This design comes from an exercise in tuning for small area, a short achievable clock period and few clock cycles per item on the open sky130 flow, not from production work.
The RTL was checked by simulation tests, not by an equivalence proof against the original design.

==> design/flow/design.v <==
package lmsnt_pkg;
  localparam int DATA_WIDTH   = 16;   
  localparam int WEIGHT_WIDTH = 24;   
  localparam int RATE_WIDTH   = 16;   
  localparam int DATA_FRAC    = 8;
  localparam int WEIGHT_FRAC  = 16;
  localparam int RATE_FRAC    = 16;
  localparam int G_WIDTH     = RATE_WIDTH + DATA_WIDTH + 2;
  localparam int MCAND_WIDTH = (G_WIDTH > WEIGHT_WIDTH) ? G_WIDTH : WEIGHT_WIDTH;
  localparam int PROD_WIDTH  = MCAND_WIDTH + DATA_WIDTH;
  localparam int ACC_WIDTH   = PROD_WIDTH + 2;
  localparam int UPD_WIDTH   = PROD_WIDTH + 1;
  localparam int WSH = RATE_FRAC + DATA_FRAC + DATA_FRAC - WEIGHT_FRAC;
  localparam int BSH = RATE_FRAC + DATA_FRAC - WEIGHT_FRAC;
  localparam int CFG_INDEX_WIDTH = 2;
  localparam int CFG_DATA_WIDTH  = WEIGHT_WIDTH;
  localparam logic [CFG_INDEX_WIDTH-1:0] REG_LEARN_RATE = 2'd0;
  localparam logic [CFG_INDEX_WIDTH-1:0] REG_INIT_W1    = 2'd1;
  localparam logic [CFG_INDEX_WIDTH-1:0] REG_INIT_W2    = 2'd2;
  localparam logic [CFG_INDEX_WIDTH-1:0] REG_INIT_BIAS  = 2'd3;
  localparam logic [RATE_WIDTH-1:0] RATE_RESET = 16'd16384;   
  localparam logic [1:0] OP_PREDICT = 2'd0;
  localparam logic [1:0] OP_TRAIN   = 2'd1;
  localparam logic [1:0] OP_RELOAD  = 2'd2;
  localparam logic signed [ACC_WIDTH-1:0] DATA_HI =
    {{(ACC_WIDTH-DATA_WIDTH+1){1'b0}}, {(DATA_WIDTH-1){1'b1}}};
  localparam logic signed [ACC_WIDTH-1:0] DATA_LO =
    {{(ACC_WIDTH-DATA_WIDTH+1){1'b1}}, {(DATA_WIDTH-1){1'b0}}};
  localparam logic signed [UPD_WIDTH-1:0] WGT_HI =
    {{(UPD_WIDTH-WEIGHT_WIDTH+1){1'b0}}, {(WEIGHT_WIDTH-1){1'b1}}};
  localparam logic signed [UPD_WIDTH-1:0] WGT_LO =
    {{(UPD_WIDTH-WEIGHT_WIDTH+1){1'b1}}, {(WEIGHT_WIDTH-1){1'b0}}};
  typedef struct packed {
    logic [1:0]                   op;
    logic signed [DATA_WIDTH-1:0] first_input;
    logic signed [DATA_WIDTH-1:0] second_input;
    logic signed [DATA_WIDTH-1:0] target_value;
  } sample_t;
  typedef struct packed {
    logic signed [DATA_WIDTH-1:0]   prediction;
    logic signed [DATA_WIDTH-1:0]   error_value;
    logic signed [WEIGHT_WIDTH-1:0] weight_one_now;
    logic signed [WEIGHT_WIDTH-1:0] weight_two_now;
    logic signed [WEIGHT_WIDTH-1:0] bias_now;
    logic                           saturated_flag;
  } result_t;
  typedef struct packed {
    logic busy;
    logic done;
  } mul_stat_t;
  typedef enum logic [3:0] {
    ST_IDLE,
    ST_MUL_W1,
    ST_MUL_W2,
    ST_ROUND,
    ST_ERROR,
    ST_MUL_G,
    ST_MUL_D1,
    ST_UPD_W1,
    ST_MUL_D2,
    ST_UPD_W2,
    ST_RND_B,
    ST_UPD_B,
    ST_EMIT
  } state_t;
  typedef struct packed {
    logic signed [DATA_WIDTH-1:0] value;
    logic                         clipped;
  } data_clip_t;
  typedef struct packed {
    logic signed [WEIGHT_WIDTH-1:0] value;
    logic                           clipped;
  } weight_clip_t;
endpackage
module lmsnt_serial_mul (
  input  logic [7:0] one,
  input  logic [7:0] two,
  input  logic [7:0] ng,
  input  logic [31:0] m,
  input  logic [40:0] a,
  output logic [47:0] s,
  output logic [47:0] c
);
  logic [32:0] pp0;
  logic [32:0] pp1;
  logic [32:0] pp2;
  logic [32:0] pp3;
  logic [32:0] pp4;
  logic [32:0] pp5;
  logic [32:0] pp6;
  logic [32:0] pp7;
  logic [33:0] mx;
  assign mx = {m[31], m, 1'b0};
  assign pp0 = ({33{one[0]}} & mx[33:1] | {33{two[0]}} & mx[32:0]) ^ {33{ng[0]}};
  assign pp1 = ({33{one[1]}} & mx[33:1] | {33{two[1]}} & mx[32:0]) ^ {33{ng[1]}};
  assign pp2 = ({33{one[2]}} & mx[33:1] | {33{two[2]}} & mx[32:0]) ^ {33{ng[2]}};
  assign pp3 = ({33{one[3]}} & mx[33:1] | {33{two[3]}} & mx[32:0]) ^ {33{ng[3]}};
  assign pp4 = ({33{one[4]}} & mx[33:1] | {33{two[4]}} & mx[32:0]) ^ {33{ng[4]}};
  assign pp5 = ({33{one[5]}} & mx[33:1] | {33{two[5]}} & mx[32:0]) ^ {33{ng[5]}};
  assign pp6 = ({33{one[6]}} & mx[33:1] | {33{two[6]}} & mx[32:0]) ^ {33{ng[6]}};
  assign pp7 = ({33{one[7]}} & mx[33:1] | {33{two[7]}} & mx[32:0]) ^ {33{ng[7]}};
  logic t1, t2, t3, t4, t5, t6, t7, t8, t9, t10, t11, t12, t13, t14, t15, t16, t17, t18, t19, t20, t21, t22, t23, t24, t25, t26, t27, t28, t29, t30, t31, t32, t33, t34, t35, t36, t37, t38, t39, t40, t41, t42, t43, t44, t45, t46, t47, t48, t49, t50, t51, t52, t53, t54, t55, t56, t57, t58, t59, t60, t61, t62, t63, t64, t65, t66, t67, t68, t69, t70, t71, t72, t73, t74, t75, t76, t77, t78, t79, t80, t81, t82, t83, t84, t85, t86, t87, t88, t89, t90, t91, t92, t93, t94, t95, t96, t97, t98, t99, t100, t101, t102, t103, t104, t105, t106, t107, t108, t109, t110, t111, t112, t113, t114, t115, t116, t117, t118, t119, t120, t121, t122, t123, t124, t125, t126, t127, t128, t129, t130, t131, t132, t133, t134, t135, t136, t137, t138, t139, t140, t141, t142, t143, t144, t145, t146, t147, t148, t149, t150, t151, t152, t153, t154, t155, t156, t157, t158, t159, t160, t161, t162, t163, t164, t165, t166, t167, t168, t169, t170, t171, t172, t173, t174, t175, t176, t177, t178, t179, t180, t181, t182, t183, t184, t185, t186, t187, t188, t189, t190, t191, t192, t193, t194, t195, t196, t197, t198, t199, t200, t201, t202, t203, t204, t205, t206, t207, t208, t209, t210, t211, t212, t213, t214, t215, t216, t217, t218, t219, t220, t221, t222, t223, t224, t225, t226, t227, t228, t229, t230, t231, t232, t233, t234, t235, t236, t237, t238, t239, t240, t241, t242, t243, t244, t245, t246, t247, t248, t249, t250, t251, t252, t253, t254, t255, t256, t257, t258, t259, t260, t261, t262, t263, t264, t265, t266, t267, t268, t269, t270, t271, t272, t273, t274, t275, t276, t277, t278, t279, t280, t281, t282, t283, t284, t285, t286, t287, t288, t289, t290, t291, t292, t293, t294, t295, t296, t297, t298, t299, t300, t301, t302, t303, t304, t305, t306, t307, t308, t309, t310, t311, t312, t313, t314, t315, t316, t317, t318, t319, t320, t321, t322, t323, t324, t325, t326, t327, t328, t329, t330, t331, t332, t333, t334, t335, t336, t337, t338, t339, t340, t341, t342, t343, t344, t345, t346, t347, t348, t349, t350, t351, t352, t353, t354, t355, t356, t357, t358, t359, t360, t361, t362, t363, t364, t365, t366, t367, t368, t369, t370, t371, t372, t373, t374, t375, t376, t377, t378, t379, t380, t381, t382, t383, t384, t385, t386, t387, t388, t389, t390, t391, t392, t393, t394, t395, t396, t397, t398, t399, t400, t401, t402, t403, t404, t405, t406, t407, t408, t409, t410, t411, t412, t413, t414, t415, t416, t417, t418, t419, t420, t421, t422, t423, t424, t425, t426, t427, t428, t429, t430, t431, t432, t433, t434, t435, t436, t437, t438, t439, t440, t441, t442, t443, t444, t445, t446, t447, t448, t449, t450, t451, t452, t453, t454, t455, t456, t457, t458, t459, t460, t461, t462, t463, t464, t465, t466, t467, t468, t469, t470, t471, t472, t473, t474, t475, t476, t477, t478, t479, t480, t481, t482, t483, t484, t485, t486, t487, t488, t489, t490, t491, t492;
  assign t1 = a[8] ^ ng[4];
  assign t2 = a[8] & ng[4];
  assign t3 = a[9] ^ pp0[9];
  assign t4 = a[9] & pp0[9];
  assign t5 = a[10] ^ ng[5] ^ pp0[10];
  assign t6 = (a[10] & ng[5]) | (a[10] & pp0[10]) | (ng[5] & pp0[10]);
  assign t7 = pp1[8] ^ pp2[6];
  assign t8 = pp1[8] & pp2[6];
  assign t9 = a[11] ^ pp0[11] ^ pp1[9];
  assign t10 = (a[11] & pp0[11]) | (a[11] & pp1[9]) | (pp0[11] & pp1[9]);
  assign t11 = pp2[7] ^ pp3[5];
  assign t12 = pp2[7] & pp3[5];
  assign t13 = a[12] ^ ng[6] ^ pp0[12];
  assign t14 = (a[12] & ng[6]) | (a[12] & pp0[12]) | (ng[6] & pp0[12]);
  assign t15 = pp1[10] ^ pp2[8] ^ pp3[6];
  assign t16 = (pp1[10] & pp2[8]) | (pp1[10] & pp3[6]) | (pp2[8] & pp3[6]);
  assign t17 = pp4[4] ^ pp5[2];
  assign t18 = pp4[4] & pp5[2];
  assign t19 = a[13] ^ pp0[13] ^ pp1[11];
  assign t20 = (a[13] & pp0[13]) | (a[13] & pp1[11]) | (pp0[13] & pp1[11]);
  assign t21 = pp2[9] ^ pp3[7] ^ pp4[5];
  assign t22 = (pp2[9] & pp3[7]) | (pp2[9] & pp4[5]) | (pp3[7] & pp4[5]);
  assign t23 = pp5[3] ^ pp6[1];
  assign t24 = pp5[3] & pp6[1];
  assign t25 = a[14] ^ pp0[14] ^ pp1[12];
  assign t26 = (a[14] & pp0[14]) | (a[14] & pp1[12]) | (pp0[14] & pp1[12]);
  assign t27 = pp2[10] ^ pp3[8] ^ pp4[6];
  assign t28 = (pp2[10] & pp3[8]) | (pp2[10] & pp4[6]) | (pp3[8] & pp4[6]);
  assign t29 = pp5[4] ^ pp6[2] ^ pp7[0];
  assign t30 = (pp5[4] & pp6[2]) | (pp5[4] & pp7[0]) | (pp6[2] & pp7[0]);
  assign t31 = a[15] ^ pp0[15] ^ pp1[13];
  assign t32 = (a[15] & pp0[15]) | (a[15] & pp1[13]) | (pp0[15] & pp1[13]);
  assign t33 = pp2[11] ^ pp3[9] ^ pp4[7];
  assign t34 = (pp2[11] & pp3[9]) | (pp2[11] & pp4[7]) | (pp3[9] & pp4[7]);
  assign t35 = pp5[5] ^ pp6[3] ^ pp7[1];
  assign t36 = (pp5[5] & pp6[3]) | (pp5[5] & pp7[1]) | (pp6[3] & pp7[1]);
  assign t37 = a[16] ^ pp0[16] ^ pp1[14];
  assign t38 = (a[16] & pp0[16]) | (a[16] & pp1[14]) | (pp0[16] & pp1[14]);
  assign t39 = pp2[12] ^ pp3[10] ^ pp4[8];
  assign t40 = (pp2[12] & pp3[10]) | (pp2[12] & pp4[8]) | (pp3[10] & pp4[8]);
  assign t41 = pp5[6] ^ pp6[4] ^ pp7[2];
  assign t42 = (pp5[6] & pp6[4]) | (pp5[6] & pp7[2]) | (pp6[4] & pp7[2]);
  assign t43 = a[17] ^ pp0[17] ^ pp1[15];
  assign t44 = (a[17] & pp0[17]) | (a[17] & pp1[15]) | (pp0[17] & pp1[15]);
  assign t45 = pp2[13] ^ pp3[11] ^ pp4[9];
  assign t46 = (pp2[13] & pp3[11]) | (pp2[13] & pp4[9]) | (pp3[11] & pp4[9]);
  assign t47 = pp5[7] ^ pp6[5] ^ pp7[3];
  assign t48 = (pp5[7] & pp6[5]) | (pp5[7] & pp7[3]) | (pp6[5] & pp7[3]);
  assign t49 = a[18] ^ pp0[18] ^ pp1[16];
  assign t50 = (a[18] & pp0[18]) | (a[18] & pp1[16]) | (pp0[18] & pp1[16]);
  assign t51 = pp2[14] ^ pp3[12] ^ pp4[10];
  assign t52 = (pp2[14] & pp3[12]) | (pp2[14] & pp4[10]) | (pp3[12] & pp4[10]);
  assign t53 = pp5[8] ^ pp6[6] ^ pp7[4];
  assign t54 = (pp5[8] & pp6[6]) | (pp5[8] & pp7[4]) | (pp6[6] & pp7[4]);
  assign t55 = a[19] ^ pp0[19] ^ pp1[17];
  assign t56 = (a[19] & pp0[19]) | (a[19] & pp1[17]) | (pp0[19] & pp1[17]);
  assign t57 = pp2[15] ^ pp3[13] ^ pp4[11];
  assign t58 = (pp2[15] & pp3[13]) | (pp2[15] & pp4[11]) | (pp3[13] & pp4[11]);
  assign t59 = pp5[9] ^ pp6[7] ^ pp7[5];
  assign t60 = (pp5[9] & pp6[7]) | (pp5[9] & pp7[5]) | (pp6[7] & pp7[5]);
  assign t61 = a[20] ^ pp0[20] ^ pp1[18];
  assign t62 = (a[20] & pp0[20]) | (a[20] & pp1[18]) | (pp0[20] & pp1[18]);
  assign t63 = pp2[16] ^ pp3[14] ^ pp4[12];
  assign t64 = (pp2[16] & pp3[14]) | (pp2[16] & pp4[12]) | (pp3[14] & pp4[12]);
  assign t65 = pp5[10] ^ pp6[8] ^ pp7[6];
  assign t66 = (pp5[10] & pp6[8]) | (pp5[10] & pp7[6]) | (pp6[8] & pp7[6]);
  assign t67 = a[21] ^ pp0[21] ^ pp1[19];
  assign t68 = (a[21] & pp0[21]) | (a[21] & pp1[19]) | (pp0[21] & pp1[19]);
  assign t69 = pp2[17] ^ pp3[15] ^ pp4[13];
  assign t70 = (pp2[17] & pp3[15]) | (pp2[17] & pp4[13]) | (pp3[15] & pp4[13]);
  assign t71 = pp5[11] ^ pp6[9] ^ pp7[7];
  assign t72 = (pp5[11] & pp6[9]) | (pp5[11] & pp7[7]) | (pp6[9] & pp7[7]);
  assign t73 = a[22] ^ pp0[22] ^ pp1[20];
  assign t74 = (a[22] & pp0[22]) | (a[22] & pp1[20]) | (pp0[22] & pp1[20]);
  assign t75 = pp2[18] ^ pp3[16] ^ pp4[14];
  assign t76 = (pp2[18] & pp3[16]) | (pp2[18] & pp4[14]) | (pp3[16] & pp4[14]);
  assign t77 = pp5[12] ^ pp6[10] ^ pp7[8];
  assign t78 = (pp5[12] & pp6[10]) | (pp5[12] & pp7[8]) | (pp6[10] & pp7[8]);
  assign t79 = a[23] ^ pp0[23] ^ pp1[21];
  assign t80 = (a[23] & pp0[23]) | (a[23] & pp1[21]) | (pp0[23] & pp1[21]);
  assign t81 = pp2[19] ^ pp3[17] ^ pp4[15];
  assign t82 = (pp2[19] & pp3[17]) | (pp2[19] & pp4[15]) | (pp3[17] & pp4[15]);
  assign t83 = pp5[13] ^ pp6[11] ^ pp7[9];
  assign t84 = (pp5[13] & pp6[11]) | (pp5[13] & pp7[9]) | (pp6[11] & pp7[9]);
  assign t85 = a[24] ^ pp0[24] ^ pp1[22];
  assign t86 = (a[24] & pp0[24]) | (a[24] & pp1[22]) | (pp0[24] & pp1[22]);
  assign t87 = pp2[20] ^ pp3[18] ^ pp4[16];
  assign t88 = (pp2[20] & pp3[18]) | (pp2[20] & pp4[16]) | (pp3[18] & pp4[16]);
  assign t89 = pp5[14] ^ pp6[12] ^ pp7[10];
  assign t90 = (pp5[14] & pp6[12]) | (pp5[14] & pp7[10]) | (pp6[12] & pp7[10]);
  assign t91 = a[25] ^ pp0[25] ^ pp1[23];
  assign t92 = (a[25] & pp0[25]) | (a[25] & pp1[23]) | (pp0[25] & pp1[23]);
  assign t93 = pp2[21] ^ pp3[19] ^ pp4[17];
  assign t94 = (pp2[21] & pp3[19]) | (pp2[21] & pp4[17]) | (pp3[19] & pp4[17]);
  assign t95 = pp5[15] ^ pp6[13] ^ pp7[11];
  assign t96 = (pp5[15] & pp6[13]) | (pp5[15] & pp7[11]) | (pp6[13] & pp7[11]);
  assign t97 = a[26] ^ pp0[26] ^ pp1[24];
  assign t98 = (a[26] & pp0[26]) | (a[26] & pp1[24]) | (pp0[26] & pp1[24]);
  assign t99 = pp2[22] ^ pp3[20] ^ pp4[18];
  assign t100 = (pp2[22] & pp3[20]) | (pp2[22] & pp4[18]) | (pp3[20] & pp4[18]);
  assign t101 = pp5[16] ^ pp6[14] ^ pp7[12];
  assign t102 = (pp5[16] & pp6[14]) | (pp5[16] & pp7[12]) | (pp6[14] & pp7[12]);
  assign t103 = a[27] ^ pp0[27] ^ pp1[25];
  assign t104 = (a[27] & pp0[27]) | (a[27] & pp1[25]) | (pp0[27] & pp1[25]);
  assign t105 = pp2[23] ^ pp3[21] ^ pp4[19];
  assign t106 = (pp2[23] & pp3[21]) | (pp2[23] & pp4[19]) | (pp3[21] & pp4[19]);
  assign t107 = pp5[17] ^ pp6[15] ^ pp7[13];
  assign t108 = (pp5[17] & pp6[15]) | (pp5[17] & pp7[13]) | (pp6[15] & pp7[13]);
  assign t109 = a[28] ^ pp0[28] ^ pp1[26];
  assign t110 = (a[28] & pp0[28]) | (a[28] & pp1[26]) | (pp0[28] & pp1[26]);
  assign t111 = pp2[24] ^ pp3[22] ^ pp4[20];
  assign t112 = (pp2[24] & pp3[22]) | (pp2[24] & pp4[20]) | (pp3[22] & pp4[20]);
  assign t113 = pp5[18] ^ pp6[16] ^ pp7[14];
  assign t114 = (pp5[18] & pp6[16]) | (pp5[18] & pp7[14]) | (pp6[16] & pp7[14]);
  assign t115 = a[29] ^ pp0[29] ^ pp1[27];
  assign t116 = (a[29] & pp0[29]) | (a[29] & pp1[27]) | (pp0[29] & pp1[27]);
  assign t117 = pp2[25] ^ pp3[23] ^ pp4[21];
  assign t118 = (pp2[25] & pp3[23]) | (pp2[25] & pp4[21]) | (pp3[23] & pp4[21]);
  assign t119 = pp5[19] ^ pp6[17] ^ pp7[15];
  assign t120 = (pp5[19] & pp6[17]) | (pp5[19] & pp7[15]) | (pp6[17] & pp7[15]);
  assign t121 = a[30] ^ pp0[30] ^ pp1[28];
  assign t122 = (a[30] & pp0[30]) | (a[30] & pp1[28]) | (pp0[30] & pp1[28]);
  assign t123 = pp2[26] ^ pp3[24] ^ pp4[22];
  assign t124 = (pp2[26] & pp3[24]) | (pp2[26] & pp4[22]) | (pp3[24] & pp4[22]);
  assign t125 = pp5[20] ^ pp6[18] ^ pp7[16];
  assign t126 = (pp5[20] & pp6[18]) | (pp5[20] & pp7[16]) | (pp6[18] & pp7[16]);
  assign t127 = a[31] ^ pp0[31] ^ pp1[29];
  assign t128 = (a[31] & pp0[31]) | (a[31] & pp1[29]) | (pp0[31] & pp1[29]);
  assign t129 = pp2[27] ^ pp3[25] ^ pp4[23];
  assign t130 = (pp2[27] & pp3[25]) | (pp2[27] & pp4[23]) | (pp3[25] & pp4[23]);
  assign t131 = pp5[21] ^ pp6[19] ^ pp7[17];
  assign t132 = (pp5[21] & pp6[19]) | (pp5[21] & pp7[17]) | (pp6[19] & pp7[17]);
  assign t133 = a[32] ^ pp0[32] ^ pp1[30];
  assign t134 = (a[32] & pp0[32]) | (a[32] & pp1[30]) | (pp0[32] & pp1[30]);
  assign t135 = pp2[28] ^ pp3[26] ^ pp4[24];
  assign t136 = (pp2[28] & pp3[26]) | (pp2[28] & pp4[24]) | (pp3[26] & pp4[24]);
  assign t137 = pp5[22] ^ pp6[20] ^ pp7[18];
  assign t138 = (pp5[22] & pp6[20]) | (pp5[22] & pp7[18]) | (pp6[20] & pp7[18]);
  assign t139 = a[33] ^ pp0[32] ^ pp1[31];
  assign t140 = (a[33] & pp0[32]) | (a[33] & pp1[31]) | (pp0[32] & pp1[31]);
  assign t141 = pp2[29] ^ pp3[27] ^ pp4[25];
  assign t142 = (pp2[29] & pp3[27]) | (pp2[29] & pp4[25]) | (pp3[27] & pp4[25]);
  assign t143 = pp5[23] ^ pp6[21] ^ pp7[19];
  assign t144 = (pp5[23] & pp6[21]) | (pp5[23] & pp7[19]) | (pp6[21] & pp7[19]);
  assign t145 = a[34] ^ pp2[30] ^ pp3[28];
  assign t146 = (a[34] & pp2[30]) | (a[34] & pp3[28]) | (pp2[30] & pp3[28]);
  assign t147 = pp4[26] ^ pp5[24] ^ pp6[22];
  assign t148 = (pp4[26] & pp5[24]) | (pp4[26] & pp6[22]) | (pp5[24] & pp6[22]);
  assign t149 = pp7[20] ^ ~pp0[32] ^ ~pp1[32];
  assign t150 = (pp7[20] & ~pp0[32]) | (pp7[20] & ~pp1[32]) | (~pp0[32] & ~pp1[32]);
  assign t151 = 1'b1 ^ a[35] ^ pp2[31];
  assign t152 = (1'b1 & a[35]) | (1'b1 & pp2[31]) | (a[35] & pp2[31]);
  assign t153 = pp3[29] ^ pp4[27] ^ pp5[25];
  assign t154 = (pp3[29] & pp4[27]) | (pp3[29] & pp5[25]) | (pp4[27] & pp5[25]);
  assign t155 = pp6[23] ^ pp7[21];
  assign t156 = pp6[23] & pp7[21];
  assign t157 = a[36] ^ pp3[30] ^ pp4[28];
  assign t158 = (a[36] & pp3[30]) | (a[36] & pp4[28]) | (pp3[30] & pp4[28]);
  assign t159 = pp5[26] ^ pp6[24] ^ pp7[22];
  assign t160 = (pp5[26] & pp6[24]) | (pp5[26] & pp7[22]) | (pp6[24] & pp7[22]);
  assign t161 = 1'b1 ^ a[37] ^ pp3[31];
  assign t162 = (1'b1 & a[37]) | (1'b1 & pp3[31]) | (a[37] & pp3[31]);
  assign t163 = pp4[29] ^ pp5[27];
  assign t164 = pp4[29] & pp5[27];
  assign t165 = a[38] ^ pp4[30] ^ pp5[28];
  assign t166 = (a[38] & pp4[30]) | (a[38] & pp5[28]) | (pp4[30] & pp5[28]);
  assign t167 = 1'b1 ^ a[39];
  assign t168 = 1'b1 & a[39];
  assign t169 = 1'b1 ^ ~a[40];
  assign t170 = 1'b1 & ~a[40];
  assign t171 = a[4] ^ ng[2];
  assign t172 = a[4] & ng[2];
  assign t173 = a[5] ^ pp0[5];
  assign t174 = a[5] & pp0[5];
  assign t175 = a[6] ^ ng[3] ^ pp0[6];
  assign t176 = (a[6] & ng[3]) | (a[6] & pp0[6]) | (ng[3] & pp0[6]);
  assign t177 = pp1[4] ^ pp2[2];
  assign t178 = pp1[4] & pp2[2];
  assign t179 = a[7] ^ pp0[7] ^ pp1[5];
  assign t180 = (a[7] & pp0[7]) | (a[7] & pp1[5]) | (pp0[7] & pp1[5]);
  assign t181 = pp2[3] ^ pp3[1];
  assign t182 = pp2[3] & pp3[1];
  assign t183 = t1 ^ pp0[8] ^ pp1[6];
  assign t184 = (t1 & pp0[8]) | (t1 & pp1[6]) | (pp0[8] & pp1[6]);
  assign t185 = pp2[4] ^ pp3[2] ^ pp4[0];
  assign t186 = (pp2[4] & pp3[2]) | (pp2[4] & pp4[0]) | (pp3[2] & pp4[0]);
  assign t187 = t2 ^ pp1[7] ^ pp2[5];
  assign t188 = (t2 & pp1[7]) | (t2 & pp2[5]) | (pp1[7] & pp2[5]);
  assign t189 = pp3[3] ^ pp4[1] ^ t3;
  assign t190 = (pp3[3] & pp4[1]) | (pp3[3] & t3) | (pp4[1] & t3);
  assign t191 = pp3[4] ^ pp4[2] ^ pp5[0];
  assign t192 = (pp3[4] & pp4[2]) | (pp3[4] & pp5[0]) | (pp4[2] & pp5[0]);
  assign t193 = t4 ^ t7 ^ t5;
  assign t194 = (t4 & t7) | (t4 & t5) | (t7 & t5);
  assign t195 = pp4[3] ^ pp5[1] ^ t8;
  assign t196 = (pp4[3] & pp5[1]) | (pp4[3] & t8) | (pp5[1] & t8);
  assign t197 = t11 ^ t6 ^ t9;
  assign t198 = (t11 & t6) | (t11 & t9) | (t6 & t9);
  assign t199 = pp6[0] ^ t12 ^ t17;
  assign t200 = (pp6[0] & t12) | (pp6[0] & t17) | (t12 & t17);
  assign t201 = t10 ^ t13 ^ t15;
  assign t202 = (t10 & t13) | (t10 & t15) | (t13 & t15);
  assign t203 = t18 ^ t23 ^ t14;
  assign t204 = (t18 & t23) | (t18 & t14) | (t23 & t14);
  assign t205 = t16 ^ t19 ^ t21;
  assign t206 = (t16 & t19) | (t16 & t21) | (t19 & t21);
  assign t207 = t24 ^ t20 ^ t22;
  assign t208 = (t24 & t20) | (t24 & t22) | (t20 & t22);
  assign t209 = t25 ^ t27 ^ t29;
  assign t210 = (t25 & t27) | (t25 & t29) | (t27 & t29);
  assign t211 = t26 ^ t28 ^ t30;
  assign t212 = (t26 & t28) | (t26 & t30) | (t28 & t30);
  assign t213 = t31 ^ t33 ^ t35;
  assign t214 = (t31 & t33) | (t31 & t35) | (t33 & t35);
  assign t215 = t32 ^ t34 ^ t36;
  assign t216 = (t32 & t34) | (t32 & t36) | (t34 & t36);
  assign t217 = t37 ^ t39 ^ t41;
  assign t218 = (t37 & t39) | (t37 & t41) | (t39 & t41);
  assign t219 = t38 ^ t40 ^ t42;
  assign t220 = (t38 & t40) | (t38 & t42) | (t40 & t42);
  assign t221 = t43 ^ t45 ^ t47;
  assign t222 = (t43 & t45) | (t43 & t47) | (t45 & t47);
  assign t223 = t44 ^ t46 ^ t48;
  assign t224 = (t44 & t46) | (t44 & t48) | (t46 & t48);
  assign t225 = t49 ^ t51 ^ t53;
  assign t226 = (t49 & t51) | (t49 & t53) | (t51 & t53);
  assign t227 = t50 ^ t52 ^ t54;
  assign t228 = (t50 & t52) | (t50 & t54) | (t52 & t54);
  assign t229 = t55 ^ t57 ^ t59;
  assign t230 = (t55 & t57) | (t55 & t59) | (t57 & t59);
  assign t231 = t56 ^ t58 ^ t60;
  assign t232 = (t56 & t58) | (t56 & t60) | (t58 & t60);
  assign t233 = t61 ^ t63 ^ t65;
  assign t234 = (t61 & t63) | (t61 & t65) | (t63 & t65);
  assign t235 = t62 ^ t64 ^ t66;
  assign t236 = (t62 & t64) | (t62 & t66) | (t64 & t66);
  assign t237 = t67 ^ t69 ^ t71;
  assign t238 = (t67 & t69) | (t67 & t71) | (t69 & t71);
  assign t239 = t68 ^ t70 ^ t72;
  assign t240 = (t68 & t70) | (t68 & t72) | (t70 & t72);
  assign t241 = t73 ^ t75 ^ t77;
  assign t242 = (t73 & t75) | (t73 & t77) | (t75 & t77);
  assign t243 = t74 ^ t76 ^ t78;
  assign t244 = (t74 & t76) | (t74 & t78) | (t76 & t78);
  assign t245 = t79 ^ t81 ^ t83;
  assign t246 = (t79 & t81) | (t79 & t83) | (t81 & t83);
  assign t247 = t80 ^ t82 ^ t84;
  assign t248 = (t80 & t82) | (t80 & t84) | (t82 & t84);
  assign t249 = t85 ^ t87 ^ t89;
  assign t250 = (t85 & t87) | (t85 & t89) | (t87 & t89);
  assign t251 = t86 ^ t88 ^ t90;
  assign t252 = (t86 & t88) | (t86 & t90) | (t88 & t90);
  assign t253 = t91 ^ t93 ^ t95;
  assign t254 = (t91 & t93) | (t91 & t95) | (t93 & t95);
  assign t255 = t92 ^ t94 ^ t96;
  assign t256 = (t92 & t94) | (t92 & t96) | (t94 & t96);
  assign t257 = t101 ^ t97 ^ t99;
  assign t258 = (t101 & t97) | (t101 & t99) | (t97 & t99);
  assign t259 = t100 ^ t102 ^ t98;
  assign t260 = (t100 & t102) | (t100 & t98) | (t102 & t98);
  assign t261 = t103 ^ t105 ^ t107;
  assign t262 = (t103 & t105) | (t103 & t107) | (t105 & t107);
  assign t263 = t104 ^ t106 ^ t108;
  assign t264 = (t104 & t106) | (t104 & t108) | (t106 & t108);
  assign t265 = t109 ^ t111 ^ t113;
  assign t266 = (t109 & t111) | (t109 & t113) | (t111 & t113);
  assign t267 = t110 ^ t112 ^ t114;
  assign t268 = (t110 & t112) | (t110 & t114) | (t112 & t114);
  assign t269 = t115 ^ t117 ^ t119;
  assign t270 = (t115 & t117) | (t115 & t119) | (t117 & t119);
  assign t271 = t116 ^ t118 ^ t120;
  assign t272 = (t116 & t118) | (t116 & t120) | (t118 & t120);
  assign t273 = t121 ^ t123 ^ t125;
  assign t274 = (t121 & t123) | (t121 & t125) | (t123 & t125);
  assign t275 = t122 ^ t124 ^ t126;
  assign t276 = (t122 & t124) | (t122 & t126) | (t124 & t126);
  assign t277 = t127 ^ t129 ^ t131;
  assign t278 = (t127 & t129) | (t127 & t131) | (t129 & t131);
  assign t279 = t128 ^ t130 ^ t132;
  assign t280 = (t128 & t130) | (t128 & t132) | (t130 & t132);
  assign t281 = t133 ^ t135 ^ t137;
  assign t282 = (t133 & t135) | (t133 & t137) | (t135 & t137);
  assign t283 = t134 ^ t136 ^ t138;
  assign t284 = (t134 & t136) | (t134 & t138) | (t136 & t138);
  assign t285 = t139 ^ t141 ^ t143;
  assign t286 = (t139 & t141) | (t139 & t143) | (t141 & t143);
  assign t287 = t140 ^ t142 ^ t144;
  assign t288 = (t140 & t142) | (t140 & t144) | (t142 & t144);
  assign t289 = t145 ^ t147 ^ t149;
  assign t290 = (t145 & t147) | (t145 & t149) | (t147 & t149);
  assign t291 = t155 ^ t146 ^ t148;
  assign t292 = (t155 & t146) | (t155 & t148) | (t146 & t148);
  assign t293 = t150 ^ t151 ^ t153;
  assign t294 = (t150 & t151) | (t150 & t153) | (t151 & t153);
  assign t295 = ~pp2[32] ^ t156 ^ t152;
  assign t296 = (~pp2[32] & t156) | (~pp2[32] & t152) | (t156 & t152);
  assign t297 = t154 ^ t157 ^ t159;
  assign t298 = (t154 & t157) | (t154 & t159) | (t157 & t159);
  assign t299 = pp6[25] ^ pp7[23] ^ t163;
  assign t300 = (pp6[25] & pp7[23]) | (pp6[25] & t163) | (pp7[23] & t163);
  assign t301 = t158 ^ t160 ^ t161;
  assign t302 = (t158 & t160) | (t158 & t161) | (t160 & t161);
  assign t303 = pp6[26] ^ pp7[24] ^ ~pp3[32];
  assign t304 = (pp6[26] & pp7[24]) | (pp6[26] & ~pp3[32]) | (pp7[24] & ~pp3[32]);
  assign t305 = t164 ^ t162 ^ t165;
  assign t306 = (t164 & t162) | (t164 & t165) | (t162 & t165);
  assign t307 = t167 ^ pp4[31] ^ pp5[29];
  assign t308 = (t167 & pp4[31]) | (t167 & pp5[29]) | (pp4[31] & pp5[29]);
  assign t309 = pp6[27] ^ pp7[25] ^ t166;
  assign t310 = (pp6[27] & pp7[25]) | (pp6[27] & t166) | (pp7[25] & t166);
  assign t311 = t168 ^ t169 ^ pp5[30];
  assign t312 = (t168 & t169) | (t168 & pp5[30]) | (t169 & pp5[30]);
  assign t313 = pp6[28] ^ pp7[26] ^ ~pp4[32];
  assign t314 = (pp6[28] & pp7[26]) | (pp6[28] & ~pp4[32]) | (pp7[26] & ~pp4[32]);
  assign t315 = t170 ^ pp5[31] ^ pp6[29];
  assign t316 = (t170 & pp5[31]) | (t170 & pp6[29]) | (pp5[31] & pp6[29]);
  assign t317 = a[2] ^ ng[1];
  assign t318 = a[2] & ng[1];
  assign t319 = a[3] ^ pp0[3];
  assign t320 = a[3] & pp0[3];
  assign t321 = t171 ^ pp0[4] ^ pp1[2];
  assign t322 = (t171 & pp0[4]) | (t171 & pp1[2]) | (pp0[4] & pp1[2]);
  assign t323 = t172 ^ pp1[3] ^ pp2[1];
  assign t324 = (t172 & pp1[3]) | (t172 & pp2[1]) | (pp1[3] & pp2[1]);
  assign t325 = pp3[0] ^ t174 ^ t177;
  assign t326 = (pp3[0] & t174) | (pp3[0] & t177) | (t174 & t177);
  assign t327 = t178 ^ t181 ^ t176;
  assign t328 = (t178 & t181) | (t178 & t176) | (t181 & t176);
  assign t329 = t182 ^ t180 ^ t183;
  assign t330 = (t182 & t180) | (t182 & t183) | (t180 & t183);
  assign t331 = t184 ^ t186 ^ t187;
  assign t332 = (t184 & t186) | (t184 & t187) | (t186 & t187);
  assign t333 = t188 ^ t191 ^ t190;
  assign t334 = (t188 & t191) | (t188 & t190) | (t191 & t190);
  assign t335 = t192 ^ t195 ^ t194;
  assign t336 = (t192 & t195) | (t192 & t194) | (t195 & t194);
  assign t337 = t196 ^ t199 ^ t198;
  assign t338 = (t196 & t199) | (t196 & t198) | (t199 & t198);
  assign t339 = t200 ^ t202 ^ t203;
  assign t340 = (t200 & t202) | (t200 & t203) | (t202 & t203);
  assign t341 = t204 ^ t206 ^ t207;
  assign t342 = (t204 & t206) | (t204 & t207) | (t206 & t207);
  assign t343 = t208 ^ t210 ^ t211;
  assign t344 = (t208 & t210) | (t208 & t211) | (t210 & t211);
  assign t345 = t212 ^ t214 ^ t215;
  assign t346 = (t212 & t214) | (t212 & t215) | (t214 & t215);
  assign t347 = t216 ^ t218 ^ t219;
  assign t348 = (t216 & t218) | (t216 & t219) | (t218 & t219);
  assign t349 = t220 ^ t222 ^ t223;
  assign t350 = (t220 & t222) | (t220 & t223) | (t222 & t223);
  assign t351 = t224 ^ t226 ^ t227;
  assign t352 = (t224 & t226) | (t224 & t227) | (t226 & t227);
  assign t353 = t228 ^ t230 ^ t231;
  assign t354 = (t228 & t230) | (t228 & t231) | (t230 & t231);
  assign t355 = t232 ^ t234 ^ t235;
  assign t356 = (t232 & t234) | (t232 & t235) | (t234 & t235);
  assign t357 = t236 ^ t238 ^ t239;
  assign t358 = (t236 & t238) | (t236 & t239) | (t238 & t239);
  assign t359 = t240 ^ t242 ^ t243;
  assign t360 = (t240 & t242) | (t240 & t243) | (t242 & t243);
  assign t361 = t244 ^ t246 ^ t247;
  assign t362 = (t244 & t246) | (t244 & t247) | (t246 & t247);
  assign t363 = t248 ^ t250 ^ t251;
  assign t364 = (t248 & t250) | (t248 & t251) | (t250 & t251);
  assign t365 = t252 ^ t254 ^ t255;
  assign t366 = (t252 & t254) | (t252 & t255) | (t254 & t255);
  assign t367 = t256 ^ t258 ^ t259;
  assign t368 = (t256 & t258) | (t256 & t259) | (t258 & t259);
  assign t369 = t260 ^ t262 ^ t263;
  assign t370 = (t260 & t262) | (t260 & t263) | (t262 & t263);
  assign t371 = t264 ^ t266 ^ t267;
  assign t372 = (t264 & t266) | (t264 & t267) | (t266 & t267);
  assign t373 = t268 ^ t270 ^ t271;
  assign t374 = (t268 & t270) | (t268 & t271) | (t270 & t271);
  assign t375 = t272 ^ t274 ^ t275;
  assign t376 = (t272 & t274) | (t272 & t275) | (t274 & t275);
  assign t377 = t276 ^ t278 ^ t279;
  assign t378 = (t276 & t278) | (t276 & t279) | (t278 & t279);
  assign t379 = t280 ^ t282 ^ t283;
  assign t380 = (t280 & t282) | (t280 & t283) | (t282 & t283);
  assign t381 = t284 ^ t286 ^ t287;
  assign t382 = (t284 & t286) | (t284 & t287) | (t286 & t287);
  assign t383 = t288 ^ t290 ^ t291;
  assign t384 = (t288 & t290) | (t288 & t291) | (t290 & t291);
  assign t385 = t292 ^ t294 ^ t295;
  assign t386 = (t292 & t294) | (t292 & t295) | (t294 & t295);
  assign t387 = t299 ^ t296 ^ t298;
  assign t388 = (t299 & t296) | (t299 & t298) | (t296 & t298);
  assign t389 = t303 ^ t300 ^ t302;
  assign t390 = (t303 & t300) | (t303 & t302) | (t300 & t302);
  assign t391 = t304 ^ t307 ^ t306;
  assign t392 = (t304 & t307) | (t304 & t306) | (t307 & t306);
  assign t393 = t308 ^ t311 ^ t313;
  assign t394 = (t308 & t311) | (t308 & t313) | (t311 & t313);
  assign t395 = pp7[27] ^ t312 ^ t314;
  assign t396 = (pp7[27] & t312) | (pp7[27] & t314) | (t312 & t314);
  assign t397 = pp6[30] ^ pp7[28] ^ ~pp5[32];
  assign t398 = (pp6[30] & pp7[28]) | (pp6[30] & ~pp5[32]) | (pp7[28] & ~pp5[32]);
  assign t399 = 1'b1 ^ pp6[31];
  assign t400 = 1'b1 & pp6[31];
  assign t401 = a[0] ^ ng[0];
  assign t402 = a[0] & ng[0];
  assign t403 = a[1] ^ pp0[1];
  assign t404 = a[1] & pp0[1];
  assign t405 = t317 ^ pp0[2] ^ pp1[0];
  assign t406 = (t317 & pp0[2]) | (t317 & pp1[0]) | (pp0[2] & pp1[0]);
  assign t407 = t318 ^ pp1[1] ^ t319;
  assign t408 = (t318 & pp1[1]) | (t318 & t319) | (pp1[1] & t319);
  assign t409 = pp2[0] ^ t320 ^ t321;
  assign t410 = (pp2[0] & t320) | (pp2[0] & t321) | (t320 & t321);
  assign t411 = t173 ^ t322 ^ t323;
  assign t412 = (t173 & t322) | (t173 & t323) | (t322 & t323);
  assign t413 = t324 ^ t175 ^ t325;
  assign t414 = (t324 & t175) | (t324 & t325) | (t175 & t325);
  assign t415 = t179 ^ t326 ^ t327;
  assign t416 = (t179 & t326) | (t179 & t327) | (t326 & t327);
  assign t417 = t185 ^ t328 ^ t329;
  assign t418 = (t185 & t328) | (t185 & t329) | (t328 & t329);
  assign t419 = t189 ^ t330 ^ t331;
  assign t420 = (t189 & t330) | (t189 & t331) | (t330 & t331);
  assign t421 = t332 ^ t193 ^ t333;
  assign t422 = (t332 & t193) | (t332 & t333) | (t193 & t333);
  assign t423 = t197 ^ t334 ^ t335;
  assign t424 = (t197 & t334) | (t197 & t335) | (t334 & t335);
  assign t425 = t201 ^ t336 ^ t337;
  assign t426 = (t201 & t336) | (t201 & t337) | (t336 & t337);
  assign t427 = t205 ^ t338 ^ t339;
  assign t428 = (t205 & t338) | (t205 & t339) | (t338 & t339);
  assign t429 = t209 ^ t340 ^ t341;
  assign t430 = (t209 & t340) | (t209 & t341) | (t340 & t341);
  assign t431 = t213 ^ t342 ^ t343;
  assign t432 = (t213 & t342) | (t213 & t343) | (t342 & t343);
  assign t433 = t217 ^ t344 ^ t345;
  assign t434 = (t217 & t344) | (t217 & t345) | (t344 & t345);
  assign t435 = t221 ^ t346 ^ t347;
  assign t436 = (t221 & t346) | (t221 & t347) | (t346 & t347);
  assign t437 = t225 ^ t348 ^ t349;
  assign t438 = (t225 & t348) | (t225 & t349) | (t348 & t349);
  assign t439 = t229 ^ t350 ^ t351;
  assign t440 = (t229 & t350) | (t229 & t351) | (t350 & t351);
  assign t441 = t233 ^ t352 ^ t353;
  assign t442 = (t233 & t352) | (t233 & t353) | (t352 & t353);
  assign t443 = t237 ^ t354 ^ t355;
  assign t444 = (t237 & t354) | (t237 & t355) | (t354 & t355);
  assign t445 = t241 ^ t356 ^ t357;
  assign t446 = (t241 & t356) | (t241 & t357) | (t356 & t357);
  assign t447 = t245 ^ t358 ^ t359;
  assign t448 = (t245 & t358) | (t245 & t359) | (t358 & t359);
  assign t449 = t249 ^ t360 ^ t361;
  assign t450 = (t249 & t360) | (t249 & t361) | (t360 & t361);
  assign t451 = t253 ^ t362 ^ t363;
  assign t452 = (t253 & t362) | (t253 & t363) | (t362 & t363);
  assign t453 = t257 ^ t364 ^ t365;
  assign t454 = (t257 & t364) | (t257 & t365) | (t364 & t365);
  assign t455 = t261 ^ t366 ^ t367;
  assign t456 = (t261 & t366) | (t261 & t367) | (t366 & t367);
  assign t457 = t265 ^ t368 ^ t369;
  assign t458 = (t265 & t368) | (t265 & t369) | (t368 & t369);
  assign t459 = t269 ^ t370 ^ t371;
  assign t460 = (t269 & t370) | (t269 & t371) | (t370 & t371);
  assign t461 = t273 ^ t372 ^ t373;
  assign t462 = (t273 & t372) | (t273 & t373) | (t372 & t373);
  assign t463 = t277 ^ t374 ^ t375;
  assign t464 = (t277 & t374) | (t277 & t375) | (t374 & t375);
  assign t465 = t281 ^ t376 ^ t377;
  assign t466 = (t281 & t376) | (t281 & t377) | (t376 & t377);
  assign t467 = t285 ^ t378 ^ t379;
  assign t468 = (t285 & t378) | (t285 & t379) | (t378 & t379);
  assign t469 = t289 ^ t380 ^ t381;
  assign t470 = (t289 & t380) | (t289 & t381) | (t380 & t381);
  assign t471 = t293 ^ t382 ^ t383;
  assign t472 = (t293 & t382) | (t293 & t383) | (t382 & t383);
  assign t473 = t297 ^ t384 ^ t385;
  assign t474 = (t297 & t384) | (t297 & t385) | (t384 & t385);
  assign t475 = t301 ^ t386 ^ t387;
  assign t476 = (t301 & t386) | (t301 & t387) | (t386 & t387);
  assign t477 = t305 ^ t388 ^ t389;
  assign t478 = (t305 & t388) | (t305 & t389) | (t388 & t389);
  assign t479 = t309 ^ t390 ^ t391;
  assign t480 = (t309 & t390) | (t309 & t391) | (t390 & t391);
  assign t481 = t310 ^ t393 ^ t392;
  assign t482 = (t310 & t393) | (t310 & t392) | (t393 & t392);
  assign t483 = t315 ^ t394 ^ t395;
  assign t484 = (t315 & t394) | (t315 & t395) | (t394 & t395);
  assign t485 = t316 ^ t397 ^ t396;
  assign t486 = (t316 & t397) | (t316 & t396) | (t397 & t396);
  assign t487 = pp7[29] ^ t399 ^ t398;
  assign t488 = (pp7[29] & t399) | (pp7[29] & t398) | (t399 & t398);
  assign t489 = pp7[30] ^ ~pp6[32] ^ t400;
  assign t490 = (pp7[30] & ~pp6[32]) | (pp7[30] & t400) | (~pp6[32] & t400);
  assign t491 = 1'b1 ^ pp7[31];
  assign t492 = 1'b1 & pp7[31];
  assign s = {1'b1, ~pp7[32], t491, t489, t487, t484, t483, t481, t478, t476, t474, t472, t470, t468, t466, t464, t462, t460, t458, t456, t454, t452, t450, t448, t446, t444, t442, t440, t438, t436, t434, t432, t430, t428, t426, t424, t422, t420, t418, t416, t414, t412, t410, t408, t406, t404, t402, t401};
  assign c = {1'b0, t492, t490, t488, t486, t485, t482, t480, t479, t477, t475, t473, t471, t469, t467, t465, t463, t461, t459, t457, t455, t453, t451, t449, t447, t445, t443, t441, t439, t437, t435, t433, t431, t429, t427, t425, t423, t421, t419, t417, t415, t413, t411, t409, t407, t405, t403, pp0[0]};
endmodule
module lms_two_input_neuron_trainer
(
  input  logic         clk,
  input  logic         rst,
  input  logic         sample_valid,
  output logic         sample_ready,
  input  logic [49:0]  sample,
  output logic         result_valid,
  input  logic         result_ready,
  output logic [104:0] result,
  input  logic         cfg_write,
  input  logic [1:0]   cfg_index,
  input  logic [23:0]  cfg_data
);
  function automatic [23:0] benc(input logic [15:0] y);
    logic [16:0] yy;
    logic [7:0]  one, two, ng;
    yy = {y, 1'b0};
    for (int i = 0; i < 8; i++) begin
      one[i] = yy[2*i+1] ^ yy[2*i];
      two[i] = (yy[2*i+2] & ~yy[2*i+1] & ~yy[2*i]) | (~yy[2*i+2] & yy[2*i+1] & yy[2*i]);
      ng[i]  = yy[2*i+2];
    end
    benc = {ng, two, one};
  endfunction
  function automatic [16:0] clip16(input logic [25:0] v);
    if (!v[25] && (v[24:15] != 10'h000))      clip16 = {16'h7fff, 1'b1};
    else if (v[25] && (v[24:15] != 10'h3ff))  clip16 = {16'h8000, 1'b1};
    else                                      clip16 = {v[15:0], 1'b0};
  endfunction
  function automatic [24:0] clip24(input logic [32:0] v);
    if (!v[32] && (v[31:23] != 9'h000))       clip24 = {24'h7fffff, 1'b1};
    else if (v[32] && (v[31:23] != 9'h1ff))   clip24 = {24'h800000, 1'b1};
    else                                      clip24 = {v[23:0], 1'b0};
  endfunction
  logic [1:0]  op;
  assign op = sample[49:48];
  logic e, p1, p2, p3, p4, p5, r1;
  logic [15:0] rate;
  logic [23:0] init_w1, init_w2, init_b;
  logic [23:0] w1, w2, b;
  logic [15:0] x1, x2;
  logic [15:0] tgt;
  logic        trn_q;
  logic [23:0] code_r;
  logic [31:0] m_r;
  logic [40:0] a_r;
  logic [15:0] pred_q, err_q;
  logic        sat_q;
  logic slot_free;
  assign slot_free = !result_valid || result_ready;
  logic rfin, fin, take;
  assign rfin = r1 && slot_free;
  assign fin  = (p2 && !trn_q) || p5 || rfin;
  assign sample_ready = e || fin;
  assign take = sample_valid && sample_ready;
  logic [47:0] ps, pc, p;
  lmsnt_serial_mul u_mul (
    .one (code_r[7:0]),
    .two (code_r[15:8]),
    .ng  (code_r[23:16]),
    .m   (m_r),
    .a   (a_r),
    .s   (ps),
    .c   (pc)
  );
  logic        cl;
  logic [31:0] pl;
  logic [15:0] u0, u1, ph;
  assign {cl, pl} = {1'b0, ps[31:0]} + {1'b0, pc[31:0]};
  assign u0 = ps[47:32] + pc[47:32];
  assign u1 = ps[47:32] + pc[47:32] + 16'd1;
  assign ph = cl ? u1 : u0;
  assign p  = {ph, pl};
  logic inr_p, inr_w;
  assign inr_p = cl ? (pl[31] ? (&u1) : ~(|u1)) : (pl[31] ? (&u0) : ~(|u0));
  assign inr_w = cl ? ((&u1[15:6]) | ~(|u1[15:6])) : ((&u0[15:6]) | ~(|u0[15:6]));
  logic [25:0] tn, fs, fc;
  logic        dcl;
  logic [31:0] dl;
  logic [9:0]  dh0, dh1, dh;
  assign tn = ~{{10{tgt[15]}}, tgt};
  assign fs = ps[41:16] ^ pc[41:16] ^ tn;
  assign fc = (ps[41:16] & pc[41:16]) | (ps[41:16] & tn) | (pc[41:16] & tn);
  assign {dcl, dl} = {1'b0, fs[15:0], ps[15:0]} + {1'b0, fc[14:0], 1'b1, pc[15:0]};
  assign dh0 = fs[25:16] + fc[24:15];
  assign dh1 = fs[25:16] + fc[24:15] + 10'd1;
  assign dh  = dcl ? dh1 : dh0;
  logic inr_d;
  assign inr_d = dcl ? (dl[31] ? (&dh1) : ~(|dh1)) : (dl[31] ? (&dh0) : ~(|dh0));
  logic [16:0] pclip, dclip, epos, eneg, eclip;
  logic [17:0] ehi, elo;
  assign pclip = inr_p ? {pl[31:16], 1'b0} : (ph[15] ? {16'h8000, 1'b1} : {16'h7fff, 1'b1});
  assign dclip = inr_d ? {dl[31:16], 1'b0} : (dh[9]  ? {16'h8000, 1'b1} : {16'h7fff, 1'b1});
  assign ehi   = 18'sd32767 - {{2{tgt[15]}}, tgt};
  assign elo   = -18'sd32768 - {{2{tgt[15]}}, tgt};
  assign epos  = clip16({{8{ehi[17]}}, ehi});
  assign eneg  = clip16({{8{elo[17]}}, elo});
  always_comb begin
    if (!inr_p && !ph[15]) eclip = epos;
    else if (!inr_p)       eclip = eneg;
    else                   eclip = dclip;
  end
  logic [24:0] wclip, bclip;
  logic [33:0] bsum;
  assign wclip = inr_w ? {p[38:15], 1'b0} : (ph[15] ? {24'h800000, 1'b1} : {24'h7fffff, 1'b1});
  assign bsum  = {{3{b[23]}}, b, 7'h3f} - {{2{m_r[31]}}, m_r};
  assign bclip = clip24({{6{bsum[33]}}, bsum[33:7]});
  logic [23:0] w1_nx, b_nx;
  assign w1_nx = r1 ? init_w1 : w1;
  assign b_nx  = r1 ? init_b  : b;
  logic [24:0] b1;
  assign b1 = {b_nx[23], b_nx} + 25'd128 + {23'd0, sample[47]} * 25'd64 + {23'd0, sample[31]} * 25'd64;
  always_ff @(posedge clk) begin
    if (rst) begin
      e            <= 1'b1;
      p1           <= 1'b0;
      p2           <= 1'b0;
      p3           <= 1'b0;
      p4           <= 1'b0;
      p5           <= 1'b0;
      r1           <= 1'b0;
      result_valid <= 1'b0;
      rate         <= 16'd16384;
      init_w1      <= '0;
      init_w2      <= '0;
      init_b       <= '0;
      w1           <= '0;
      w2           <= '0;
      b            <= '0;
    end else begin
      e  <= (e || fin) && !sample_valid;
      p1 <= (p1 && !slot_free) || (take && op != 2'd2);
      r1 <= (r1 && !slot_free) || (take && op == 2'd2);
      p2 <= p1 && slot_free;
      p3 <= p2 && trn_q;
      p4 <= p3;
      p5 <= p4;
      if (fin)               result_valid <= 1'b1;
      else if (result_ready) result_valid <= 1'b0;
      if (cfg_write) begin
        case (cfg_index)
          2'd0: rate <= cfg_data[15:0];
          2'd1: init_w1 <= cfg_data;
          2'd2: init_w2 <= cfg_data;
          default: init_b <= cfg_data;
        endcase
      end
      if (rfin) begin
        w1 <= init_w1;
        w2 <= init_w2;
        b  <= init_b;
      end
      if (p4) begin
        w1 <= wclip[24:1];
        b  <= bclip[24:1];
      end
      if (p5) w2 <= wclip[24:1];
    end
  end
  logic [15:0] y_nx;
  logic        neg_nx;
  always_comb begin
    y_nx   = x2;
    neg_nx = 1'b0;
    if (take) begin
      y_nx = sample[47:32];
    end else if (p2) begin
      y_nx = {1'b0, rate[15:1]};
    end else if (p3) begin
      y_nx   = x1;
      neg_nx = 1'b1;
    end else if (p4) begin
      neg_nx = 1'b1;
    end
  end
  always_ff @(posedge clk) begin
    if (take || (p1 && slot_free) || p2 || p3 || p4) begin
      code_r <= benc(y_nx) ^ {{8{neg_nx}}, 16'h0000};
    end
    if (take) begin
      x1     <= sample[47:32];
      x2     <= sample[31:16];
      tgt    <= sample[15:0];
      trn_q  <= (op == 2'd1);
      m_r    <= {{8{w1_nx[23]}}, w1_nx};
      a_r    <= {{8{b1[24]}}, b1, 8'h00};
    end else if (p1 && slot_free) begin
      m_r    <= {{8{w2[23]}}, w2};
      a_r    <= p[40:0];
    end else if (p2) begin
      m_r    <= {{15{eclip[16]}}, eclip[16:1], 1'b0};
      a_r    <= rate[0] ? {{25{eclip[16]}}, eclip[16:1]} : '0;
    end else if (p3) begin
      m_r    <= p[31:0];
      a_r    <= {{2{w1[23]}}, w1, ~x1[15], 14'h3fff};
    end else if (p4) begin
      a_r    <= {{2{w2[23]}}, w2, ~x2[15], 14'h3fff};
    end
    if (rfin) begin
      pred_q <= '0;
      err_q  <= '0;
      sat_q  <= 1'b0;
    end
    if (p2) begin
      pred_q <= pclip[16:1];
      err_q  <= eclip[16:1];
      sat_q  <= pclip[0] | eclip[0];
    end
    if (p4) sat_q <= sat_q | wclip[0] | bclip[0];
    if (p5) sat_q <= sat_q | wclip[0];
  end
  assign result = {pred_q, err_q, w1, w2, b, sat_q};
endmodule
==> design/flow/run.sh <==
#!/bin/bash
# synth_recipe.tcl (not shown) runs the flow's synth.tcl, then flattens the netlist and writes it again
# the make line also repeats each setting of config.mk as NAME=value (left out here)
make -C /OpenROAD-flow-scripts/flow DESIGN_CONFIG=/design/flow/config.mk WORK_HOME=/design/flow/orfs CLKGATE_MAP_FILE= SYNTH_SCRIPT=/design/flow/synth_recipe.tcl finish
==> design/flow/config.mk <==
export PLATFORM = sky130hd
export DESIGN_NAME = lms_two_input_neuron_trainer
export DESIGN_NICKNAME = lms_two_input_neuron_trainer
export VERILOG_FILES = /design/flow/design.v
export SDC_FILE = /design/flow/constraint.sdc
export NUM_CORES = 4
export LEC_CHECK = 0
export CAP_MARGIN = 20
export CORE_MARGIN = 2
export CORE_UTILIZATION = 40
export SLEW_MARGIN = 20
==> design/flow/constraint.sdc <==
create_clock -name core_clock -period 7.5 [get_ports {clk}]
set_input_delay 1.5000 -clock core_clock [delete_from_list [all_inputs] [get_ports {clk}]]
set_output_delay 1.5000 -clock core_clock [all_outputs]
set_load 0.01 [all_outputs]
==> PnR_summary.wiki <==
{| class="wikitable"
! Metric !! Value
|-
| Final #Nets || 4644
|-
| Post-synthesis instance area || 33600 µm²
|-
| Wire length of the first global-routing pass || 201 mm
|-
| Multi-input logic area || 23500 µm²
|-
| CP required || 7.91 ns
|-
| Number of distinct library cells after synthesis || 92
|-
| Commonest non-fill, non-tap cells in the layout || 433 x sky130_fd_sc_hd__buf_4, 368 x sky130_fd_sc_hd__nand2_1, 339 x sky130_fd_sc_hd__inv_1
|-
| Tmin final || 7.37 ns
|-
| Synth Area in Adders || 19.8%
|-
| Met1 Usage GRT || 42.4%
|-
| Post-detailed-route wirelength per cell || 26.3 µm
|-
| Min-delay worst type || reg2reg
|-
| Post-CTS clock slew at the launch and capture registers of the worst setup and hold paths || 0.06 ns
|-
| Fraction of the mapped netlist area in compound gates || 20.6%
|-
| Met2 Use GR || 48.7%
|-
| Instance count along the most critical hold path || 2
|-
| Crit path capture type || flip-flop
|-
| Vias in the first global route || 29786
|-
| Starting Density || 40.3%
|-
| Number of warning messages in the yosys log || 1
|-
| Setup CP Type || reg2reg
|-
| Post-route cell area || 42000 µm²
|-
| RD Place Congestion || 1.03
|-
| Total number of H-tree levels || 2
|-
| Total vias in the final route || 31311
|-
| Share of synthesized area spent on multiplexers || 5.09%
|-
| Worst slew pin tran || 1.17 ns
|-
| Hold Worst Slack || 0.454 ns
|-
| Number of max-capacitance violations reported || 0
|-
| Total wire length || 139 mm
|-
| Syn_nets || 4226
|-
| Sequential-to-total area share from yosys stat || 25.8%
|-
| Dominant synthesized flop cell || sky130_fd_sc_hd__dfxtp_1
|-
| Busiest grt layer || met2
|-
| CP max-delay cell || sky130_fd_sc_hd__fa_1
|-
| Total negative setup slack || 0 ns
|-
| Post-detailed-route via-to-cell ratio || 5.91
|-
| Logic depth of the worst path, buffers included || 27
|-
| Synth Area in Simple Gates || 11.1%
|-
| TritonCTS clock tree || built
|-
| Number of buffer and inverter instances along the worst setup path || 10
|-
| EDFF count, synth || 171
|-
| Number of buffers inserted during clock tree synthesis || 39
|-
| Placed cells || 5146
|-
| Result of the run || complete, no violations
|-
| Fill cells || 7805
|-
| Count of pins over their slew limit || 0
|-
| CP delay by family, top || adder cells
|-
| Seq. cell area || 8660 µm²
|-
| I/O pin cnt || 188
|-
| Post-Synthesis Mean Instance Area || 8.92 µm²
|-
| CP max stage delay || 0.56 ns
|-
| Total die area || 86300 µm²
|-
| Initial antenna violation count || 2
|-
| Core Box Area || 83400 µm²
|-
| CP startpoint kind || flip-flop
|-
| Layout-stage area growth over the synthesis result || 25.0%
|-
| Post-layout util || 50.4%
|-
| Final cell count without fillers || 5295
|-
| Xor-xnor portion of the synthesized cell area || 10.3%
|-
| DIE HEIGHT || 294 µm
|-
| Fmax || 136 MHz
|-
| Number of cell instances on the worst register-to-register path || 27
|-
| Number of buffers between clock root and the deepest sink || 3
|-
| RSZ-0062 raised after global routing || true
|-
| TritonCTS sink count || 347
|-
| Final Hold Viols || 0
|-
| Num rows || 106
|-
| Ratio of final minimum period to clock period || 98.2%
|-
| Final number of setup-violating endpoints || 0
|-
| Clock tree root driver cell || sky130_fd_sc_hd__clkbuf_16
|-
| Post-Syn Instances || 3767
|-
| First-pass detailed-route iteration total || 6
|-
| Slew HR || 21.0%
|-
| Share of async-settable or async-resettable flops after synthesis || 0%
|-
| Pin count of the biggest net entering global routing || 81
|-
| Die Span X || 294 µm
|-
| Dominant combinational cell family by area after synthesis || compound AO/OA/AOI/OAI gates
|-
| Insertion delay to the later sink of the worst-skew pair || 0.59 ns
|-
| Share of layout cells above drive strength 1 || 19.6%
|-
| I/O Buffers || 187
|-
| # DRC || 0
|-
| Commonest non-fill, non-tap cell in the layout || sky130_fd_sc_hd__buf_4
|-
| Post-route ant nets || 0
|-
| Global routing usage on met3 || 5.08%
|-
| Number of DRC markers in iteration 0 || 3476
|-
| Worst path arrival time || 7.77 ns
|-
| Gr usage total || 31.3%
|-
| GRT Residual Overflow || 0
|-
| Worst clock skew || 0.0248 ns
|-
| Largest fanout on the critical path || 18
|-
| Area after detailed placement || 39000 µm²
|-
| Top cell by count, worst path || sky130_fd_sc_hd__buf_4
|-
| Total half-perimeter wirelength after legalization and detailed placement || 110 mm
|-
| Synth Register Bits || 347
|}
==> flip-flops by register name (all words and copies together), names as in the netlist, 16 cells and up <==
name,count
init_b,24
x1,16
init_w2,24
tgt,16
err_q,16
init_w1,24
w2,24
x2,16
a_r,41
rate,16
w1,24
m_r,32
pred_q,16
b,24
code_r,24
==> layout make-up <==
cell class / count / share of cell area [%]
multi-input combinational: 2779 / 55.9
sequential: 347 / 20.6
timing repair buffer: 667 / 14.0
tap: 1080 / 3.22
inverter: 351 / 3.16
clock buffer: 50 / 2.56
clock inverter: 20 / 0.527
antenna: 1 / 0.00596
==> cells by family (layout without fill, tap and decap cells) <==
kind of cell    Yosys count  count (layout)
compound gates         1016            1016
simple gates            824             824
buf+inv                 641            1088
xor+xnor                394             394
fa+ha+maj               378             378
flops                   347             347
mux                     167             167
other cells               0               1
==> cell usage after synthesis, types with 8 or more instances <==
library cell	count	share of area, %
sky130_fd_sc_hd__nand2_1	374	4.2
sky130_fd_sc_hd__inv_1	346	3.9
sky130_fd_sc_hd__a21oi_1	292	4.3
sky130_fd_sc_hd__a22oi_1	257	5.7
sky130_fd_sc_hd__fa_1	255	15
sky130_fd_sc_hd__xnor2_1	253	6.6
sky130_fd_sc_hd__clkbuf_1	240	2.7
sky130_fd_sc_hd__dfxtp_1	176	10
sky130_fd_sc_hd__edfxtp_1	171	15
sky130_fd_sc_hd__nor2_1	169	1.9
sky130_fd_sc_hd__xor2_1	139	3.6
sky130_fd_sc_hd__mux2i_1	137	4.1
sky130_fd_sc_hd__ha_1	123	4.6
sky130_fd_sc_hd__o21ai_0	99	1.5
sky130_fd_sc_hd__a221oi_1	79	2.1
sky130_fd_sc_hd__nor3_1	60	0.89
sky130_fd_sc_hd__nand3_1	49	0.73
sky130_fd_sc_hd__a21o_1	47	1.1
sky130_fd_sc_hd__buf_1	30	0.34
sky130_fd_sc_hd__mux2_2	30	1.0
sky130_fd_sc_hd__a31oi_1	26	0.48
sky130_fd_sc_hd__a211oi_1	23	0.51
sky130_fd_sc_hd__o21a_1	22	0.49
sky130_fd_sc_hd__nand2b_1	21	0.39
sky130_fd_sc_hd__o21bai_1	18	0.40
sky130_fd_sc_hd__o22ai_1	18	0.34
sky130_fd_sc_hd__or3_1	18	0.34
sky130_fd_sc_hd__and2_1	17	0.32
sky130_fd_sc_hd__nor4_1	17	0.32
sky130_fd_sc_hd__and3_1	16	0.30
sky130_fd_sc_hd__buf_2	16	0.24
sky130_fd_sc_hd__nand4_1	16	0.30
sky130_fd_sc_hd__nor2b_1	15	0.28
sky130_fd_sc_hd__or2_2	15	0.28
sky130_fd_sc_hd__o211ai_1	13	0.29
sky130_fd_sc_hd__o31a_1	12	0.31
sky130_fd_sc_hd__o221a_2	10	0.34
sky130_fd_sc_hd__o31ai_1	10	0.22
sky130_fd_sc_hd__nand3b_1	8	0.18
==> timing repair <==
item | 4_1_cts | 5_1_grt
setup endpoints to repair | 85 | 150
gates resized for setup | 20 | 224
pin swaps | 8 | 87
setup buffers | 13 | 65
hold buffers | 0 | 0
==> per-stage QoR <==
stage	setup WS, ns
floorplan	0.0657
global placement	-0.694
detailed placement	-0.731
CTS	-0.00532
global route	-0.136
finish	0.132
==> worst register-to-register path, delay by kind of cell, from the launching register on <==
family,cells,cell delay [ns]
simple gates,4,0.93
buf+inv,10,1.53
flops,1,0.51
compound gates,7,1.67
fa+ha+maj,5,2.44
xor+xnor,1,0.13
==> layer usage <==
layer / part of all wire (%) / up-vias
li1: - / 14017
met1: 41 / 15376
met2: 45 / 1611
met3: 8.7 / 305
met4: 5.5 / 2
met5: 0.0079 / -
==> worst paths after layout <==
check                                 start     endpoint  slack [ns]
worst max register to register      m_r[20]      a_r[17]        0.13
worst min register to register  init_w2[14]  init_w2[14]        0.45
worst min-delay path            init_w2[14]  init_w2[14]        0.45
worst max-delay path                m_r[20]      a_r[17]        0.13
Testbench counts, summed over its fixed seeds: cycles 13,626, items 3,200.

[afterwards: timing with drivers on the ports]
No port has a modelled driver above. Below, the same layout with a new extraction and two added sets of constraints.
Step 1 sets driving cells, clkbuf_16 on the clock port and buf_2 on the other inputs (assumed; they add their load-dependent delay and slew).
Step 2 moves the port delays by t, midway between the first and last clock arrival at a register: inputs arrive t later, outputs are due t later. That takes back most of the time a late clock gives input paths.
a / b / c = no drivers / after step 1 / after step 2; a / b = the first two.
shift t [ns]: 0.647
slack for setup (ns): 0.132 / 0.132 / 0.132
worst hold slack (ns): 0.454 / 0.454 / 0.454
worst setup path at the end: register to register
clock arrival spread, ns: 0.024 / 0.025
After both steps setup and hold are still met in this run. For this run, drivers alone change the setup slack by 0.000 ns; drivers and shift together by 0.000 ns.
